Source: an optimization exercise on an open RTL-to-GDS flow (aim: small area and a short achievable clock period). Production flows keep margins and buffers that such runs may drop.
In this exercise RTL edits were held to simulation tests only and were not proved equivalent to the original.
Power is estimated from default activity; no workload was simulated.

== the baseline ==
==> flow/design.v <==
`timescale 1ns/1ps
`default_nettype none
module axis_sequencer (
    input  logic       clk,
    input  logic       reset,
    input  logic       run,
    input  logic       advance,
    input  logic       clr,          
    input  logic [2:0] e_op_raw,
    input  logic [7:0] e_a,
    input  logic [7:0] e_b,
    input  logic [7:0] e_c,
    output logic [7:0] pos,
    output logic       done
);
    logic [1:0] phase;
    logic [7:0] cnt;
    logic [2:0] e_op;
    logic       a0, b0, eqa, eqb;
    logic [7:0] cnt_inc;
    logic [7:0] pos_up, pos_dn;
    logic       last;
    logic       clr_cnt;
    logic [1:0] phase_nxt;
    logic [7:0] pos_nxt;
    logic       mv_up, mv_dn, load;
    logic [1:0] cur;
    logic       cur_done;
    logic       len_eq;
    assign e_op    = clr ? 3'd0 : e_op_raw;
    assign a0      = (e_a == 8'd0);
    assign b0      = (e_b == 8'd0);
    assign cnt_inc = cnt + 8'd1;
    assign eqa     = (cnt_inc == e_a);
    assign eqb     = (cnt_inc == e_b);
    assign pos_up  = pos + e_c;
    assign pos_dn  = pos - e_c;
    always_comb begin
        case (phase)
            2'd0:    cur = a0 ? 2'd1 : 2'd0;
            2'd1:    cur = b0 ? 2'd2 : 2'd1;
            2'd2:    cur = a0 ? 2'd3 : 2'd2;
            default: cur = 2'd3;
        endcase
    end
    assign cur_done = (a0 && b0) || (phase == 2'd3 && b0);
    assign len_eq   = cur[0] ? eqb : eqa;
    always_comb begin
        mv_up     = 1'b0;
        mv_dn     = 1'b0;
        load      = 1'b0;
        last      = 1'b0;
        clr_cnt   = 1'b0;
        phase_nxt = phase;
        case (e_op)
            3'd0: last = 1'b1;
            3'd4: begin
                load = 1'b1;
                last = 1'b1;
            end
            3'd1, 3'd7: begin
                if (phase == 2'd0) begin
                    load      = 1'b1;
                    phase_nxt = 2'd1;
                    clr_cnt   = 1'b1;
                    last      = b0;
                end else begin
                    mv_up = (e_op == 3'd1);
                    mv_dn = (e_op == 3'd7);
                    last  = eqb;
                end
            end
            3'd2, 3'd3: begin
                mv_up = !a0 && (e_op == 3'd2);
                mv_dn = !a0 && (e_op == 3'd3);
                last  = a0 || eqa;
            end
            default: begin       
                if (cur_done) begin
                    last = 1'b1;
                end else begin
                    if (e_op == 3'd5) begin
                        mv_up = (cur == 2'd0);
                        mv_dn = (cur == 2'd2);
                    end else begin
                        mv_up = (cur == 2'd1);
                        mv_dn = (cur == 2'd3);
                    end
                    phase_nxt = cur;
                    if (len_eq) begin
                        phase_nxt = cur + 2'd1;
                        clr_cnt   = 1'b1;
                        last      = (cur == 2'd3) || (cur == 2'd2 && b0);
                    end
                end
            end
        endcase
        if (load)
            pos_nxt = e_a;
        else if (mv_up)
            pos_nxt = pos_up;
        else if (mv_dn)
            pos_nxt = pos_dn;
        else
            pos_nxt = pos;
    end
    always_ff @(posedge clk) begin
        if (reset) begin
            phase <= 2'd0;
            cnt   <= 8'd0;
            pos   <= 8'd0;
            done  <= 1'b0;
        end else if (run) begin
            if (advance) begin
                phase <= 2'd0;
                cnt   <= 8'd0;
                done  <= 1'b0;
            end else if (!done) begin
                pos   <= pos_nxt;
                cnt   <= clr_cnt ? 8'd0 : cnt_inc;
                phase <= phase_nxt;
                done  <= last;
            end
        end
    end
endmodule
`default_nettype wire
`timescale 1ns/1ps
`default_nettype none
module vector_wavegen (
    input  logic       clk,
    input  logic       reset,
    input  logic       enable,
    input  logic       rxd,
    output logic [7:0] xdac,
    output logic [7:0] ydac,
    output logic [3:0] list_index,
    output logic       loaded
);
    logic run;
    assign run = enable || loaded;
    logic rst_q;
    always_ff @(posedge clk)
        rst_q <= reset;
    localparam logic [1:0] rx_idle  = 2'd0;
    localparam logic [1:0] rx_start = 2'd1;
    localparam logic [1:0] rx_data  = 2'd2;
    localparam logic [1:0] rx_stop  = 2'd3;
    logic [1:0] rstate;
    logic [1:0] sync;
    logic [3:0] tick;
    logic [2:0] bit_cnt;
    logic [7:0] shift;
    logic       rx_valid;
    logic       rx_bit;
    logic       half_end, full_end;
    assign rx_bit   = sync[1];
    assign half_end = (tick == 4'd7);
    assign full_end = (tick == 4'd15);
    always_ff @(posedge clk) begin
        if (reset) begin
            sync     <= 2'b11;
            rstate   <= rx_idle;
            tick     <= 4'd0;
            bit_cnt  <= 3'd0;
            rx_valid <= 1'b0;
        end else begin
            sync     <= {sync[0], rxd};
            rx_valid <= 1'b0;
            case (rstate)
                rx_idle: begin
                    tick <= 4'd0;
                    if (!rx_bit)
                        rstate <= rx_start;
                end
                rx_start: begin
                    tick <= tick + 4'd1;
                    if (half_end) begin
                        tick    <= 4'd0;
                        bit_cnt <= 3'd0;
                        rstate  <= rx_bit ? rx_idle : rx_data;
                    end
                end
                rx_data: begin
                    tick <= tick + 4'd1;
                    if (full_end) begin
                        tick    <= 4'd0;
                        bit_cnt <= bit_cnt + 3'd1;
                        if (bit_cnt == 3'd7)
                            rstate <= rx_stop;
                    end
                end
                default: begin
                    tick <= tick + 4'd1;
                    if (full_end) begin
                        rx_valid <= rx_bit;
                        rstate   <= rx_idle;
                    end
                end
            endcase
        end
    end
    always_ff @(posedge clk) begin
        if (rstate == rx_data && full_end)
            shift <= {rx_bit, shift[7:1]};
    end
    localparam logic [1:0] ld_idle    = 2'd0;
    localparam logic [1:0] ld_type    = 2'd1;
    localparam logic [1:0] ld_data    = 2'd2;
    localparam logic [1:0] ld_trailer = 2'd3;
    logic [1:0] lstate;
    logic [2:0] sel;
    logic [3:0] count;       
    logic       wr_valid;
    always_ff @(posedge clk) begin
        if (reset) begin
            lstate   <= ld_idle;
            count    <= 4'd0;
            loaded   <= 1'b0;
            wr_valid <= 1'b0;
        end else begin
            wr_valid <= rx_valid && (lstate == ld_data);
            if (wr_valid)
                count <= count + 4'd1;
            if (rx_valid) begin
                case (lstate)
                    ld_idle: begin
                        if (shift == 8'hAA)
                            lstate <= ld_type;
                    end
                    ld_type: begin
                        sel    <= shift[2:0];
                        lstate <= ld_data;
                    end
                    ld_data: begin
                        if (count == 4'd15)
                            lstate <= ld_trailer;
                    end
                    default: begin
                        if (shift == 8'h55)
                            loaded <= 1'b1;
                        lstate <= ld_idle;
                    end
                endcase
            end
        end
    end
    logic [2:0] x_op [16];
    logic [7:0] x_a  [16];
    logic [7:0] x_b  [16];
    logic [7:0] x_c  [16];
    logic [2:0] y_op [16];
    logic [7:0] y_a  [16];
    logic [7:0] y_b  [16];
    logic [7:0] y_c  [16];
    logic [7:0] wbus;
    assign wbus = rst_q ? 8'd0 : shift;
    always_ff @(posedge clk) begin
        for (int i = 0; i < 16; i++) begin
            if (rst_q || (wr_valid && sel == 3'd0 && count == 4'(i))) x_op[i] <= wbus[2:0];
            if (rst_q || (wr_valid && sel == 3'd1 && count == 4'(i))) x_a[i]  <= wbus;
            if (rst_q || (wr_valid && sel == 3'd2 && count == 4'(i))) x_b[i]  <= wbus;
            if (rst_q || (wr_valid && sel == 3'd3 && count == 4'(i))) x_c[i]  <= wbus;
            if (rst_q || (wr_valid && sel == 3'd4 && count == 4'(i))) y_op[i] <= wbus[2:0];
            if (rst_q || (wr_valid && sel == 3'd5 && count == 4'(i))) y_a[i]  <= wbus;
            if (rst_q || (wr_valid && sel == 3'd6 && count == 4'(i))) y_b[i]  <= wbus;
            if (rst_q || (wr_valid && sel == 3'd7 && count == 4'(i))) y_c[i]  <= wbus;
        end
    end
    logic advance;
    logic x_done, y_done;
    always_ff @(posedge clk) begin
        if (reset) begin
            list_index <= 4'd0;
            advance    <= 1'b0;
        end else begin
            advance <= run && x_done && y_done && !advance;
            if (run && advance)
                list_index <= list_index + 4'd1;
        end
    end
    axis_sequencer x_axis (
        .clk      (clk),
        .reset    (reset),
        .run      (run),
        .advance  (advance),
        .clr      (rst_q),
        .e_op_raw (x_op[list_index]),
        .e_a      (x_a[list_index]),
        .e_b      (x_b[list_index]),
        .e_c      (x_c[list_index]),
        .pos      (xdac),
        .done     (x_done)
    );
    axis_sequencer y_axis (
        .clk      (clk),
        .reset    (reset),
        .run      (run),
        .advance  (advance),
        .clr      (rst_q),
        .e_op_raw (y_op[list_index]),
        .e_a      (y_a[list_index]),
        .e_b      (y_b[list_index]),
        .e_c      (y_c[list_index]),
        .pos      (ydac),
        .done     (y_done)
    );
endmodule
`default_nettype wire
make LEC_CHECK=0 CAP_MARGIN=20 CORE_MARGIN=2 CORE_UTILIZATION=40 SETUP_SLACK_MARGIN=5 SLEW_MARGIN=20 finish   # period 12.0 ns
run.sh (not shown) runs the stock make flow with config.mk's settings and CLKGATE_MAP_FILE= SYNTH_SCRIPT=/design/flow/synth_recipe.tcl, a recipe that flattens the netlist after the stock synthesis.
The baseline reached the end of the flow, and the finished layout is clean on the timing, design-rule and antenna checks.
Edits applied to the flow inputs when going from the baseline to the candidate:
# the baseline
export LEC_CHECK = 0
export CAP_MARGIN = 20
export CORE_MARGIN = 2
export CORE_UTILIZATION = 40
export SETUP_SLACK_MARGIN = 5
export SLEW_MARGIN = 20
create_clock -name core_clock -period 12.0 [get_ports {clk}]
# the candidate
export LEC_CHECK = 0
export CAP_MARGIN = 20
export CORE_MARGIN = 2
export CORE_UTILIZATION = 40
export CTS_BUF_LIST = sky130_fd_sc_hd__clkbuf_4 sky130_fd_sc_hd__clkbuf_8
export SETUP_SLACK_MARGIN = 5
export SLEW_MARGIN = 20
create_clock -name core_clock -period 12.0 [get_ports {clk}]
Results
Diff the baseline..the candidate | number of nets in the synthesized netlist | unchanged
Re power: the baseline was higher than the candidate.
Between the candidate and the baseline, the difference in sequential standard cell area is negligible.
The baseline has lower routed wire length than the candidate.
Comparing the candidate and the baseline, the lower maximum frequency is on the candidate.

========
Setup of run A:
Another version of the RTL of vector_wavegen (not shown whole).
For scale: about 3,400 cells after synthesis, roughly 1,000 flip-flops, ~0.041 mm2 of cells after synthesis.
Design vector_wavegen, start of the top module:
module vector_wavegen (
    input  logic       clk,
    input  logic       reset,
    input  logic       enable,
    input  logic       rxd,
    output logic [7:0] xdac,
    output logic [7:0] ydac,
    output logic [3:0] list_index,
    output logic       loaded
);
    logic run;
    assign run = enable || loaded;
    logic rst_q;
    always_ff @(posedge clk)
        rst_q <= reset;
    logic [7:0] rx_byte;
    logic       rx_valid;
    logic       wr_valid;
    logic [2:0] sel;
    logic [3:0] count;
    uart_rx rx0 (
        .clk      (clk),
        .reset    (reset),
        .rxd      (rxd),
        .rx_byte  (rx_byte),
        .rx_valid (rx_valid)
    );
    program_loader loader0 (
        .clk      (clk),
        .reset    (reset),
        .rx_byte  (rx_byte),
        .rx_valid (rx_valid),
        .wr_valid (wr_valid),
        .sel      (sel),
        .count    (count),
        .loaded   (loaded)
    );
    logic [3:0] idx_p1;      
    logic       advance;
    logic       x_done, y_done;
    logic       step;
    assign step = run && advance;
    always_ff @(posedge clk) begin
        if (reset) begin
            list_index <= 4'd0;
            idx_p1     <= 4'd1;
            advance    <= 1'b0;
        end else begin
            advance <= run && x_done && y_done && !advance;
            if (step) begin
                list_index <= idx_p1;            
                idx_p1     <= idx_p1 + 4'd1;
            end
        end
    end
    logic [26:0] x_next, y_next;
    display_list list0 (
        .clk      (clk),
        .clr      (rst_q),
        .wr_valid (wr_valid),
        .sel      (sel),
        .wr_index (count),
        .wr_data  (rx_byte),
        .rd_index (idx_p1),
        .x_rd     (x_next),
        .y_rd     (y_next)
    );
    logic       hit_cur, hit_nxt;
    assign hit_cur = wr_valid && (count == list_index);
    assign hit_nxt = wr_valid && (count == idx_p1);
    logic [26:0] xe, ye, xn, yn;
  ...
export LEC_CHECK = 0
export CAP_MARGIN = 20
export CORE_MARGIN = 2
export CORE_UTILIZATION = 70
export SLEW_MARGIN = 20
create_clock -name core_clock -period 12.0 [get_ports {clk}]
standard.sh (not shown) runs the stock make flow with config.mk's settings and CLKGATE_MAP_FILE= SYNTH_SCRIPT=/design/flow/synth_recipe.tcl, a recipe that flattens the netlist after the stock synthesis.
==> flow/flow/run.sh <==
#!/bin/bash
# The standard layout (same synthesis script and steps), with the repair
# margin, abc delay target and clock-tree options from params.sh
set -euo pipefail
W=$PWD
source $W/flow/params.sh
export CTS_ARGS BUFFER_PORTS_ARGS
make -C "$FLOW_HOME" DESIGN_CONFIG=$W/config.mk WORK_HOME=$W/orfs CLKGATE_MAP_FILE= \
    SYNTH_SCRIPT=$W/synth_recipe.tcl CAP_MARGIN=20 CORE_MARGIN=2 CORE_UTILIZATION=$UTIL \
    SLEW_MARGIN=20 $EXTRA_MAKE_ARGS finish > $W/make_finish.log 2>&1
R=$W/orfs/results/$FLOW_PLATFORM/vector_wavegen/base
: # left out here: write the final layout as DEF
==> flow/flow/params.sh <==
UTIL=70
EXTRA_MAKE_ARGS="SETUP_SLACK_MARGIN=8.6 ABC_CLOCK_PERIOD_IN_PS=1000 ABC_AREA=1 ADDER_MAP_FILE="
CTS_ARGS="-sink_clustering_enable -repair_clock_nets -dont_use_dummy_load -sink_clustering_size 24 -sink_clustering_max_diameter 80"
BUFFER_PORTS_ARGS=""
Run A: PASS, flow complete, no timing, DRC or antenna violations
Input changes introduced in run B (baseline for comparison: run A):
==> flow/flow/params.sh <==
UTIL=70
EXTRA_MAKE_ARGS="SETUP_SLACK_MARGIN=8.5 ABC_CLOCK_PERIOD_IN_PS=1000 ADDER_MAP_FILE="
CTS_ARGS="-sink_clustering_enable -repair_clock_nets -dont_use_dummy_load -sink_clustering_size 27 -sink_clustering_max_diameter 90"
BUFFER_PORTS_ARGS=""
## What came out
Area of all placed cells without fillers shrinks slightly when moving from run A to run B.
Compared with run A, in run B fraction of synthesized area in multiplexers increased 0.91 points, final hold slack picked up an extra 0.023 ns, overall power after layout went down 1.8%, number of ordinary inverters in the final layout went down by 210.
> inputs changed (run B -> run C)
Settings: swapping 70 for 80 in CORE_UTILIZATION.
--- a/flow/flow/run.sh
+++ b/flow/flow/run.sh
@@ -9,2 +9,2 @@
-    SYNTH_SCRIPT=$W/synth_recipe.tcl CAP_MARGIN=20 CORE_MARGIN=2 CORE_UTILIZATION=$UTIL \
-    SLEW_MARGIN=20 $EXTRA_MAKE_ARGS finish > $W/make_finish.log 2>&1
+    SYNTH_SCRIPT=$W/synth_recipe.tcl CAP_MARGIN=$CAPM CORE_MARGIN=2 CORE_UTILIZATION=$UTIL \
+    SLEW_MARGIN=$SLEWM $EXTRA_MAKE_ARGS finish > $W/make_finish.log 2>&1
--- a/flow/flow/params.sh
+++ b/flow/flow/params.sh
@@ -1,2 +1,2 @@
-UTIL=70
-EXTRA_MAKE_ARGS="SETUP_SLACK_MARGIN=8.5 ABC_CLOCK_PERIOD_IN_PS=1000 ADDER_MAP_FILE="
+UTIL=80
+EXTRA_MAKE_ARGS="SETUP_SLACK_MARGIN=8.6 ABC_CLOCK_PERIOD_IN_PS=1000 ADDER_MAP_FILE="
@@ -4,0 +5,2 @@
+CAPM=10
+SLEWM=10
Findings:
Run C was carried through to the last stage, and its layout satisfied the timing, design-rule and antenna checks. Proportion of power drawn by the clock network: run C vs run B down 0.7 points. Run B → run C: worst hold slack after final layout now smaller; global-route usage over all layers saw an increase; final worst-path cycle share held steady. Summary of run C over run B: worst slack after detailed placement lost 0.073 ns; sequential share of layout area neither gained nor lost much; multi-input logic area picked up an extra about 0.9%; largest voltage drop on the vdd net lost 14%. Run C vs run B: met3 routed wirelength up in run C.
[inputs] run D vs run C
Settings: CORE_UTILIZATION now 70, was 80.
--- a/flow/flow/run.sh
+++ b/flow/flow/run.sh
@@ -9,2 +9,2 @@
-    SYNTH_SCRIPT=$W/synth_recipe.tcl CAP_MARGIN=$CAPM CORE_MARGIN=2 CORE_UTILIZATION=$UTIL \
-    SLEW_MARGIN=$SLEWM $EXTRA_MAKE_ARGS finish > $W/make_finish.log 2>&1
+    SYNTH_SCRIPT=$W/synth_recipe.tcl CAP_MARGIN=20 CORE_MARGIN=2 CORE_UTILIZATION=$UTIL \
+    SLEW_MARGIN=20 $EXTRA_MAKE_ARGS finish > $W/make_finish.log 2>&1
==> flow/flow/params.sh <==
UTIL=70
EXTRA_MAKE_ARGS="SETUP_SLACK_MARGIN=8.6 ABC_CLOCK_PERIOD_IN_PS=1000 ADDER_MAP_FILE="
CTS_ARGS="-sink_clustering_enable -repair_clock_nets -dont_use_dummy_load -sink_clustering_size 24 -sink_clustering_max_diameter 80"
BUFFER_PORTS_ARGS=""
Looking at area growth from synthesis to layout, run D sits 0.78 points above run C.
Between run C and run D, the flow reports routed wire length decreasing by a few percent.
Relative to run C, global-route wire length before repair has decreased by 4.1% in run D.
Compare run D and run C | number of rows in the core area lower: run C
Compared with run C, in run D share of the core filled with cells has decreased; count of antenna-violating nets left after detailed routing essentially unchanged.
Relative to run C, the overall power measured on run D has increased slightly.
Final area (run D vs. run C) increases slightly
Combinational power down about 2% in run D wrt run C
> inputs changed (run D -> run E)
--- a/flow/flow/run.sh
+++ b/flow/flow/run.sh
@@ -9,2 +9,2 @@
-    SYNTH_SCRIPT=$W/synth_recipe.tcl CAP_MARGIN=20 CORE_MARGIN=2 CORE_UTILIZATION=$UTIL \
-    SLEW_MARGIN=20 $EXTRA_MAKE_ARGS finish > $W/make_finish.log 2>&1
+    SYNTH_SCRIPT=$W/synth_recipe.tcl CAP_MARGIN=$CAPM CORE_MARGIN=2 CORE_UTILIZATION=$UTIL \
+    SLEW_MARGIN=$SLEWM $EXTRA_MAKE_ARGS finish > $W/make_finish.log 2>&1
--- a/flow/flow/params.sh
+++ b/flow/flow/params.sh
@@ -4,0 +5,2 @@
+CAPM=10
+SLEWM=10
### Flow results
- On multi-input combinational area share, run D tracks run E almost exactly.
- Relative to run D, the met3 track demand over resource of run E is higher by 0.71 points.
- Source-to-sink clock delay at the later pin of the worst-skew pair sits lower in run E than in run D.
- Diff run D..run E | data arrival time of the critical path | negligible
- Any difference in clock-pin slew on the worst setup and hold paths between run E and run D is small enough to ignore.
- Run E ended up with a lower power consumption than run D did.
- Compared to run D, run E has highest ir drop seen on vdd 13% higher.
- STATUS worst hold slack: run E loses against run D
- NOTE: via count in run E falls short of that of run D

==> what the ideal ports hide <==
Ports are ideal in the flow. The routed layouts listed here were re-timed in OpenROAD. Step 1 assumes that a clkbuf_16 drives the clock port and a buf_2 every other input. Step 2 times the ports against the registers' clock, not the clock port: input delays grow and output delays shrink by t, the midpoint of the rising clock arrivals with the driver on. Three values: ideal ports, drivers, drivers and shift; two values: the first two.
run	t, ns	slack for setup (ns)	hold slack, ns
the baseline	0.744	5.277 / 5.277 / 5.277	0.406 / 0.406 / 0.406
the candidate	0.895	5.235 / 5.235 / 5.235	0.405 / 0.405 / 0.405
run A	0.684	8.476 / 8.413 / 8.043	0.422 / 0.422 / 0.422
run B	0.661	8.520 / 8.459 / 7.923	0.445 / 0.445 / 0.445
run C	0.655	8.517 / 8.454 / 7.918	0.428 / 0.428 / 0.428
run D	0.681	8.513 / 8.451 / 7.993	0.438 / 0.438 / 0.438
run E	0.673	8.518 / 8.452 / 7.981	0.424 / 0.424 / 0.424
After both steps setup and hold are still met in every run listed. For run C, which loses most, drivers alone change the setup slack by -0.063 ns; drivers and shift together by -0.599 ns.
